Background: an optimization exercise with open tools, aiming at small area, a short achievable clock period and few clock cycles per item. Do not read the settings as production practice.
Function was checked by simulation only, so behaviour that the tests miss may differ from the original.

--- config.mk ---
export PLATFORM = sky130hd
export DESIGN_NAME = dehaze_top
export DESIGN_NICKNAME = dehaze_top
export VERILOG_FILES = /design/flow/design.v
export SDC_FILE = /design/flow/constraint.sdc
export NUM_CORES = 4
export LEC_CHECK = 0
export CAP_MARGIN = 20
export CORE_MARGIN = 2
export CORE_UTILIZATION = 40
export SLEW_MARGIN = 20
--- constraint.sdc ---
create_clock -name core_clock -period 10.0 [get_ports {clk}]
set_input_delay 2.0000 -clock core_clock [delete_from_list [all_inputs] [get_ports {clk}]]
set_output_delay 2.0000 -clock core_clock [all_outputs]
set_load 0.01 [all_outputs]
--- design.v ---
package dehaze_pkg;
    localparam int CH_W       = 8;
    localparam int Q_W        = 16;
    localparam int WIN_N      = 9;
    localparam int CENTER_IDX = 4;
    localparam int MEAN_MUL   = 57;
    localparam int MEAN_SHIFT = 9;
    localparam int OMEGA_SHIFT = 4;
    localparam int T_MIN = 6554;
    localparam int RECIP_BITS  = 24;
    localparam int RECIP_SHIFT = 8;
    localparam int DIV_CYCLES = 25;
    localparam int FIFO_DEPTH = 4;
    typedef logic [CH_W-1:0] channel_t;
    typedef struct packed {
        channel_t red;
        channel_t green;
        channel_t blue;
    } pixel_t;
    typedef logic [Q_W-1:0] q16_t;
    typedef struct packed {
        pixel_t center;
        pixel_t atm;
        q16_t   trans;
    } haze_rec_t;
endpackage
`timescale 1ns/1ns
module transmission_estimator (
    input  logic      clk,
    input  logic      rst,
    input  logic      in_valid,
    output logic      in_ready,
    input  logic [dehaze_pkg::WIN_N*dehaze_pkg::CH_W*3-1:0] window,
    input  dehaze_pkg::pixel_t    atm,
    input  logic [3*dehaze_pkg::Q_W-1:0] atm_inv,
    output logic      est_valid,
    input  logic      est_ready,
    output dehaze_pkg::haze_rec_t est_rec
);
    logic advance;
    logic     v1;
    dehaze_pkg::channel_t mean1_r;
    dehaze_pkg::channel_t mean1_g;
    dehaze_pkg::channel_t mean1_b;
    dehaze_pkg::pixel_t   center1;
    dehaze_pkg::pixel_t   atm1;
    logic [3*dehaze_pkg::Q_W-1:0] inv1;
    logic     v2;
    dehaze_pkg::channel_t dark2;
    dehaze_pkg::q16_t     sinv2;
    dehaze_pkg::pixel_t   center2;
    dehaze_pkg::pixel_t   atm2;
    logic      v3;
    dehaze_pkg::haze_rec_t rec3;
    logic [dehaze_pkg::CH_W+3:0]     sum_r;
    logic [dehaze_pkg::CH_W+3:0]     sum_g;
    logic [dehaze_pkg::CH_W+3:0]     sum_b;
    dehaze_pkg::channel_t            dark_mean;
    dehaze_pkg::q16_t                dark_inv;
    dehaze_pkg::q16_t                scaled_inv;
    logic [dehaze_pkg::CH_W+dehaze_pkg::Q_W-1:0] prod;
    dehaze_pkg::q16_t                ratio;
    dehaze_pkg::q16_t                t_raw;
    dehaze_pkg::q16_t                t_clamped;
    function automatic dehaze_pkg::channel_t mean_of(input logic [dehaze_pkg::CH_W+3:0] sum);
        logic [dehaze_pkg::CH_W+9:0] scaled;
        scaled = sum * (dehaze_pkg::CH_W+10)'(dehaze_pkg::MEAN_MUL);
        mean_of = scaled[dehaze_pkg::MEAN_SHIFT +: dehaze_pkg::CH_W];
    endfunction
    assign advance  = !v3 || est_ready;
    assign in_ready = advance;
    always_comb begin
        sum_r = '0;
        sum_g = '0;
        sum_b = '0;
        for (int i = 0; i < dehaze_pkg::WIN_N; i++) begin
            sum_r = sum_r + window[i*3*dehaze_pkg::CH_W+2*dehaze_pkg::CH_W +: dehaze_pkg::CH_W];
            sum_g = sum_g + window[i*3*dehaze_pkg::CH_W+dehaze_pkg::CH_W +: dehaze_pkg::CH_W];
            sum_b = sum_b + window[i*3*dehaze_pkg::CH_W +: dehaze_pkg::CH_W];
        end
    end
    always_comb begin
        if (mean1_r <= mean1_g && mean1_r <= mean1_b) begin
            dark_mean = mean1_r;
            dark_inv  = inv1[0*dehaze_pkg::Q_W +: dehaze_pkg::Q_W];
        end else if (mean1_g <= mean1_b) begin
            dark_mean = mean1_g;
            dark_inv  = inv1[1*dehaze_pkg::Q_W +: dehaze_pkg::Q_W];
        end else begin
            dark_mean = mean1_b;
            dark_inv  = inv1[2*dehaze_pkg::Q_W +: dehaze_pkg::Q_W];
        end
    end
    assign scaled_inv = dark_inv - (dark_inv >> dehaze_pkg::OMEGA_SHIFT);
    assign prod      = dark2 * sinv2;
    assign ratio     = (|prod[dehaze_pkg::CH_W+dehaze_pkg::Q_W-1:dehaze_pkg::Q_W]) ? '1 : prod[dehaze_pkg::Q_W-1:0];
    assign t_raw     = {dehaze_pkg::Q_W{1'b1}} - ratio;
    assign t_clamped = (t_raw < (dehaze_pkg::Q_W)'(dehaze_pkg::T_MIN)) ? (dehaze_pkg::Q_W)'(dehaze_pkg::T_MIN) : t_raw;
    always_ff @(posedge clk) begin
        if (rst) begin
            v1 <= 1'b0;
            v2 <= 1'b0;
            v3 <= 1'b0;
        end else if (advance) begin
            v1 <= in_valid;
            v2 <= v1;
            v3 <= v2;
        end
    end
    always_ff @(posedge clk) begin
        if (advance) begin
            mean1_r <= mean_of(sum_r);
            mean1_g <= mean_of(sum_g);
            mean1_b <= mean_of(sum_b);
            center1 <= window[dehaze_pkg::CENTER_IDX*3*dehaze_pkg::CH_W +: 3*dehaze_pkg::CH_W];
            atm1    <= atm;
            inv1    <= atm_inv;
            dark2   <= dark_mean;
            sinv2   <= scaled_inv;
            center2 <= center1;
            atm2    <= atm1;
            rec3.center <= center2;
            rec3.atm    <= atm2;
            rec3.trans  <= t_clamped;
        end
    end
    assign est_valid = v3;
    assign est_rec   = rec3;
endmodule
`timescale 1ns/1ns
module record_fifo #(
    parameter int W     = 2*3*dehaze_pkg::CH_W+dehaze_pkg::Q_W,
    parameter int DEPTH = dehaze_pkg::FIFO_DEPTH
) (
    input  logic clk,
    input  logic rst,
    input  logic in_valid,
    output logic in_ready,
    input  logic [W-1:0] in_data,
    output logic out_valid,
    input  logic out_ready,
    output logic [W-1:0] out_data
);
    logic [W-1:0] mem [DEPTH];
    logic [$clog2(DEPTH)-1:0]   wr_ptr;
    logic [$clog2(DEPTH)-1:0]   rd_ptr;
    logic [$clog2(DEPTH+1)-1:0] count;
    logic                       wr_en;
    logic                       rd_en;
    assign out_valid = count != 0;
    assign in_ready  = (count != DEPTH) || out_ready;
    assign out_data  = mem[rd_ptr];
    assign wr_en = in_valid && in_ready;
    assign rd_en = out_valid && out_ready;
    always_ff @(posedge clk) begin
        if (rst) begin
            wr_ptr <= '0;
            rd_ptr <= '0;
            count  <= '0;
        end else begin
            if (wr_en) begin
                wr_ptr <= (wr_ptr == DEPTH - 1) ? '0 : wr_ptr + 1'b1;
            end
            if (rd_en) begin
                rd_ptr <= (rd_ptr == DEPTH - 1) ? '0 : rd_ptr + 1'b1;
            end
            case ({wr_en, rd_en})
                2'b10:   count <= count + 1'b1;
                2'b01:   count <= count - 1'b1;
                default: count <= count;
            endcase
        end
    end
    always_ff @(posedge clk) begin
        if (wr_en) begin
            mem[wr_ptr] <= in_data;
        end
    end
endmodule
`timescale 1ns/1ns
module scene_recovery (
    input  logic      clk,
    input  logic      rst,
    input  logic      in_valid,
    output logic      in_ready,
    input  dehaze_pkg::haze_rec_t in_rec,
    output logic      out_valid,
    input  logic      out_ready,
    output dehaze_pkg::pixel_t    out_pixel
);
    typedef enum logic [1:0] {
        ST_IDLE,
        ST_DIV,
        ST_HOLD
    } state_t;
    state_t state;
    logic [$clog2(dehaze_pkg::DIV_CYCLES+1)-1:0] cnt_q;
    logic [dehaze_pkg::Q_W-1:0] rem_q;
    dehaze_pkg::q16_t           quo_q;
    dehaze_pkg::q16_t           trans_q;
    dehaze_pkg::pixel_t     atm_q;
    dehaze_pkg::pixel_t     diff_q;
    logic [2:0] below_q;
    logic           div_bit;
    logic [dehaze_pkg::Q_W:0]   rem_sh;
    logic [dehaze_pkg::Q_W:0]   rem_sub;
    logic           ge;
    logic [dehaze_pkg::Q_W-1:0] rem_nx;
    dehaze_pkg::q16_t           quo_nx;
    dehaze_pkg::pixel_t rec_pix;
    function automatic dehaze_pkg::channel_t abs_diff(input dehaze_pkg::channel_t a, input dehaze_pkg::channel_t b);
        abs_diff = (a > b) ? a - b : b - a;
    endfunction
    function automatic dehaze_pkg::channel_t recover_ch(
        input dehaze_pkg::channel_t a,
        input dehaze_pkg::channel_t d,
        input logic     below,
        input dehaze_pkg::q16_t     recip
    );
        logic [dehaze_pkg::CH_W+dehaze_pkg::Q_W-1:0] prod;
        logic [dehaze_pkg::CH_W+dehaze_pkg::Q_W-1:0] off;
        dehaze_pkg::channel_t            mag;
        logic [dehaze_pkg::CH_W:0]       sum;
        dehaze_pkg::channel_t            res;
        prod = d * recip;
        off  = prod >> dehaze_pkg::RECIP_SHIFT;
        mag  = (|off[dehaze_pkg::CH_W+dehaze_pkg::Q_W-1:dehaze_pkg::CH_W]) ? '1 : off[dehaze_pkg::CH_W-1:0];
        sum  = {1'b0, a} + {1'b0, mag};
        if (below) begin
            res = (mag > a) ? '0 : a - mag;
        end else begin
            res = sum[dehaze_pkg::CH_W] ? '1 : sum[dehaze_pkg::CH_W-1:0];
        end
        recover_ch = res;
    endfunction
    assign div_bit = (dehaze_pkg::DIV_CYCLES - 1 - int'(cnt_q)) == dehaze_pkg::RECIP_BITS;
    assign rem_sh  = {rem_q, div_bit};
    assign rem_sub = rem_sh - {1'b0, trans_q};
    assign ge      = rem_sh >= {1'b0, trans_q};
    assign rem_nx  = ge ? rem_sub[dehaze_pkg::Q_W-1:0] : rem_sh[dehaze_pkg::Q_W-1:0];
    assign quo_nx  = {quo_q[dehaze_pkg::Q_W-2:0], ge};
    assign rec_pix.red   = recover_ch(atm_q.red, diff_q.red, below_q[2], quo_q);
    assign rec_pix.green = recover_ch(atm_q.green, diff_q.green, below_q[1], quo_q);
    assign rec_pix.blue  = recover_ch(atm_q.blue, diff_q.blue, below_q[0], quo_q);
    always_ff @(posedge clk) begin
        if (rst) begin
            state <= ST_IDLE;
            cnt_q <= '0;
        end else begin
            case (state)
                ST_IDLE: begin
                    if (in_valid) begin
                        state <= ST_DIV;
                        cnt_q <= '0;
                    end
                end
                ST_DIV: begin
                    if (cnt_q == dehaze_pkg::DIV_CYCLES) begin
                        state <= ST_HOLD;
                    end else begin
                        cnt_q <= cnt_q + 1'b1;
                    end
                end
                ST_HOLD: begin
                    if (out_ready) begin
                        state <= ST_IDLE;
                    end
                end
                default: state <= ST_IDLE;
            endcase
        end
    end
    always_ff @(posedge clk) begin
        if (state == ST_IDLE && in_valid) begin
            trans_q    <= in_rec.trans;
            atm_q      <= in_rec.atm;
            rem_q      <= '0;
            quo_q      <= '0;
            diff_q.red   <= abs_diff(in_rec.center.red, in_rec.atm.red);
            diff_q.green <= abs_diff(in_rec.center.green, in_rec.atm.green);
            diff_q.blue  <= abs_diff(in_rec.center.blue, in_rec.atm.blue);
            below_q[2] <= in_rec.center.red < in_rec.atm.red;
            below_q[1] <= in_rec.center.green < in_rec.atm.green;
            below_q[0] <= in_rec.center.blue < in_rec.atm.blue;
        end else if (state == ST_DIV) begin
            if (cnt_q == dehaze_pkg::DIV_CYCLES) begin
                out_pixel <= rec_pix;
            end else begin
                rem_q <= rem_nx;
                quo_q <= quo_nx;
            end
        end
    end
    assign in_ready  = state == ST_IDLE;
    assign out_valid = state == ST_HOLD;
endmodule
`timescale 1ns/1ns
module dehaze_top (
    input  logic   clk,
    input  logic   rst,
    input  logic   in_valid,
    output logic   in_ready,
    input  logic [dehaze_pkg::WIN_N*3*dehaze_pkg::CH_W-1:0] window,
    input  dehaze_pkg::pixel_t atm,
    input  logic [3*dehaze_pkg::Q_W-1:0] atm_inv,
    output logic   out_valid,
    input  logic   out_ready,
    output dehaze_pkg::pixel_t out_pixel
);
    logic      est_valid;
    logic      est_ready;
    dehaze_pkg::haze_rec_t est_rec;
    logic      buf_valid;
    logic      buf_ready;
    dehaze_pkg::haze_rec_t buf_rec;
    transmission_estimator est0 (
        .clk       (clk),
        .rst       (rst),
        .in_valid  (in_valid),
        .in_ready  (in_ready),
        .window    (window),
        .atm       (atm),
        .atm_inv   (atm_inv),
        .est_valid (est_valid),
        .est_ready (est_ready),
        .est_rec   (est_rec)
    );
    record_fifo #(
        .W     (2*3*dehaze_pkg::CH_W+dehaze_pkg::Q_W),
        .DEPTH (dehaze_pkg::FIFO_DEPTH)
    ) fifo0 (
        .clk       (clk),
        .rst       (rst),
        .in_valid  (est_valid),
        .in_ready  (est_ready),
        .in_data   (est_rec),
        .out_valid (buf_valid),
        .out_ready (buf_ready),
        .out_data  (buf_rec)
    );
    scene_recovery rec0 (
        .clk       (clk),
        .rst       (rst),
        .in_valid  (buf_valid),
        .in_ready  (buf_ready),
        .in_rec    (buf_rec),
        .out_valid (out_valid),
        .out_ready (out_ready),
        .out_pixel (out_pixel)
    );
endmodule
--- run.sh ---
#!/bin/bash
# synth_recipe.tcl (not shown) runs the flow's synth.tcl, then flattens the netlist and writes it again
# the make line also repeats each setting of config.mk as NAME=value (left out here)
make -C /OpenROAD-flow-scripts/flow DESIGN_CONFIG=/design/flow/config.mk WORK_HOME=/design/flow/orfs CLKGATE_MAP_FILE= SYNTH_SCRIPT=/design/flow/synth_recipe.tcl finish
==> impl_results.md <==
- Initial antenna violation count: 2
- CP startpoint: window[8]
- Port bufs: 317
- Number of diodes: 0
- Arr. time, crit path: 9.50 ns
- Iteration-0 DRC Markers: 1521
- Antenna-violating nets left: 0
- # rows: about 130
- Final Critical Period: 9.14 ns
- Most frequent cells in the layout: inv_1, edfxtp_1, fa_1
- # nets final: 6255
- Die width: 368 um
- Crit path depth: 31
- Largest net degree at the start of global routing: 78
- Setup Buffers After CTS: 0
- Clock Path Buffers: 3
- Area after DPL: 58200 um2
- Overall routing resource usage: 0.166
- Final setup fails: 0
- Final instance area: 60600 um2
- Pre-Repair DR Iteration Count: 5
- EDFF count, synth: 603
- Max-slew headroom: 0.335
- I/O pins: 318
- Layout area overhead: 14.4%
- Initial core utilization: 0.403
- Vias/cell: 4.97
- Slowest CP cell: fa_1
- Share of layout cells above drive strength 1: 0.0537
- Asr flop ratio synth: 0
- Top cell type by total area after synthesis: edfxtp_1
- CTS tree: done
- Hold Path Class: reg2reg
- Reg clk slew, reported paths: 0.06 ns
- Crit Path Category: in2reg
- Die area: 135000 um2
- Cell family with most CP delay: adder cells
- Distinct cells, synth: 83
- Final setup TNS: 0 ns
- Req. time, crit path: 10.37 ns
- Slew Limit Fails: 0
- Top_reg_cell synth: edfxtp_1
- Hold Fails Final Rpt: 0
- Via count: ~34000
- Cts repair resizes: 0
- Total grt overflow: 0
- Placed cells: 6633
- Minimum hold slack: roughly 0.4 ns
- Largest cells by area after synthesis: edfxtp_1, fa_1, ha_1, inv_1, and2_1
- WHS Path Cells: 0
- Startpoint Class: input port
- Vias in the first global route: 35600
- Warnings from Yosys: 3
- Skew final: 0.0471 ns
- MaxCap Viol Count: 0
- Detailed-route DRC error count: 0
- Most common cell after layout, fill and taps aside: inv_1
- CTS sink count: 654
- Reg-to-Reg Start: rec0.quo_q[3]$_SDFFE_PP0P_
- Clock Latency Late Sink: 0.66 ns
- Synthesized area per cell: 11.4 um2
- Die height: 368 um
- Routed len/inst: 16.2 um
- Worst slew pin tran: 0.998 ns
- CP peak stage delay: 0.50 ns
- Num CTS Buffers: between 70 and 80
- Top cell type's share of synthesized area: 0.342
- DPL Wire Length: 85500 um
- Sequential area share after synthesis: 0.361
- Hold buffer count at CTS: 0
- First-pass GRT wire length: approximately 180000 um
- DRT Wirelength: about 110000 um
- Outcome: finished clean
- Cell Count, Final, Fillers Out: 6763
- Cell Area, Synth: 53000 um2
- Mapped Cells: ~4700
- Tcrit/Tclk final: 0.914
- Syn Nets: 5952
- CTS root buf: clkbuf_16
- Worst reg2reg path depth: 25
- WP buf/inv: 7
- Core footprint: 131000 um2
- Largest fanout on the critical path: 3
- Htree depth: 3
- Routability cong.: 0.855
- Post-synthesis register bit count: 654
- Kind of end point of the critical path: register
- Fmax: approximately 0.11 GHz
- Hold Crit Start: est0.center2[7]$_DFFE_PP_
- RSZ-0062 raised after global routing: no
[logic make-up (layout without fill, tap and decap cells)]
family / count (synthesis) / in the layout / synth area share
compound gates: 676 / 676 / 0.0841
mux: 130 / 130 / 0.0398
flops: 654 / 654 / 0.361
xor+xnor: 174 / 174 / 0.0290
buf+inv: 948 / 1306 / 0.0673
simple gates: 1057 / 1057 / 0.106
fa+ha+maj: 1011 / 1011 / 0.313
[per-layer routing]
layer,GRT usage,up-vias,routed length (um),part of all wire
met3,0.0244,99,3890,0.035
met2,0.290,500,54800,0.50
li1,-,16200,-,-
met5,0,-,13,0.00012
met1,0.220,16800,49500,0.45
met4,0.0357,2,1610,0.015
[area by class of cell]
type                            count  area (um2)
Inverter                          819        3070
Sequential cell                   654       19100
Clock buffer                       83        1860
Timing Repair Buffer              357        3470
Clock inverter                     47         544
Tap cell                         1755        2200
Fill cell                       12100       70900
Multi-Input combinational cell   3048       30300
[path summary, 6_finish.rpt]
| path | end | slack (ns) |
|---|---|---|
| setup / recovery | est0.mean1_g[7]$_DFFE_PP_ | 0.86 |
| hold / removal | est0.rec3[47]$_DFFE_PP_ | 0.40 |
| setup reg to reg | rec0.out_pixel[23]$_DFFE_PP_ | 1.47 |
| hold reg to reg | est0.rec3[47]$_DFFE_PP_ | 0.40 |
[sequential cells by signal, summed over array words and instances (netlist names), 16 cells and up, named ones only]
signal / cells
rec0.rem_q: 16
est0.atm2: 24
rec0.atm_q: 24
rec0.trans_q: 16
est0.atm1: 24
rec0.out_pixel: 24
est0.center2: 24
est0.inv1: 48
rec0.quo_q: 16
est0.sinv2: 16
est0.rec3: 64
est0.center1: 24
rec0.diff_q: 24
fifo0.mem: 256
[Yosys cell counts, drive strengths merged, types with 25 or more instances]
master,number
nor2b,41
edfxtp,603
fa,523
nor3,36
xnor2,90
a21o,95
xor2,83
and2,411
nand2,237
ha,487
nor2,161
a31oi,26
nand4,25
o211ai,29
mux4,64
a21oi,209
or2,25
mux2i,61
clkbuf,111
o21ai,99
o21bai,40
dfxtp,51
inv,818
nand3,33
[stage by stage]
step / utilization / worst slack (ns)
2_1_floorplan: - / 1.25
3_3_place_gp: 0.443 / 0.287
3_5_place_dp: 0.443 / 0.180
4_1_cts: 0.461 / 0.880
5_1_grt: 0.461 / 0.357
6_report: 0.461 / 0.863
Testbench counts, summed over its fixed seeds: cycles 67,232, items 2,400.

==> static timing again, ports no longer ideal <==
No port has a modelled driver above. Below, the same layout with a new extraction and two added sets of constraints.
Step 1: set_driving_cell puts a clkbuf_16 on clk and a buf_2 on each other input, an assumption about the parent block.
Step 2 adds t to the input delays and takes it off the output delays; t is the mean of the earliest and latest rising clock arrival at the registers after step 1. Input paths then give back, and output paths get back, about the clock's delay inside the block.
Three values: ideal, step 1, step 2; two values: the first two.
t (ns): 0.706
setup WS [ns]: 0.863 / 0.908 / 0.203
hold WS [ns]: 0.399 / 0.399 / 0.399
worst slew at a driven data input, ns: 0.09
cell pins on the clock port's net: 1
After both steps setup and hold are still met in this run. For this run, drivers alone change the setup slack by +0.045 ns; drivers and shift together by -0.660 ns.
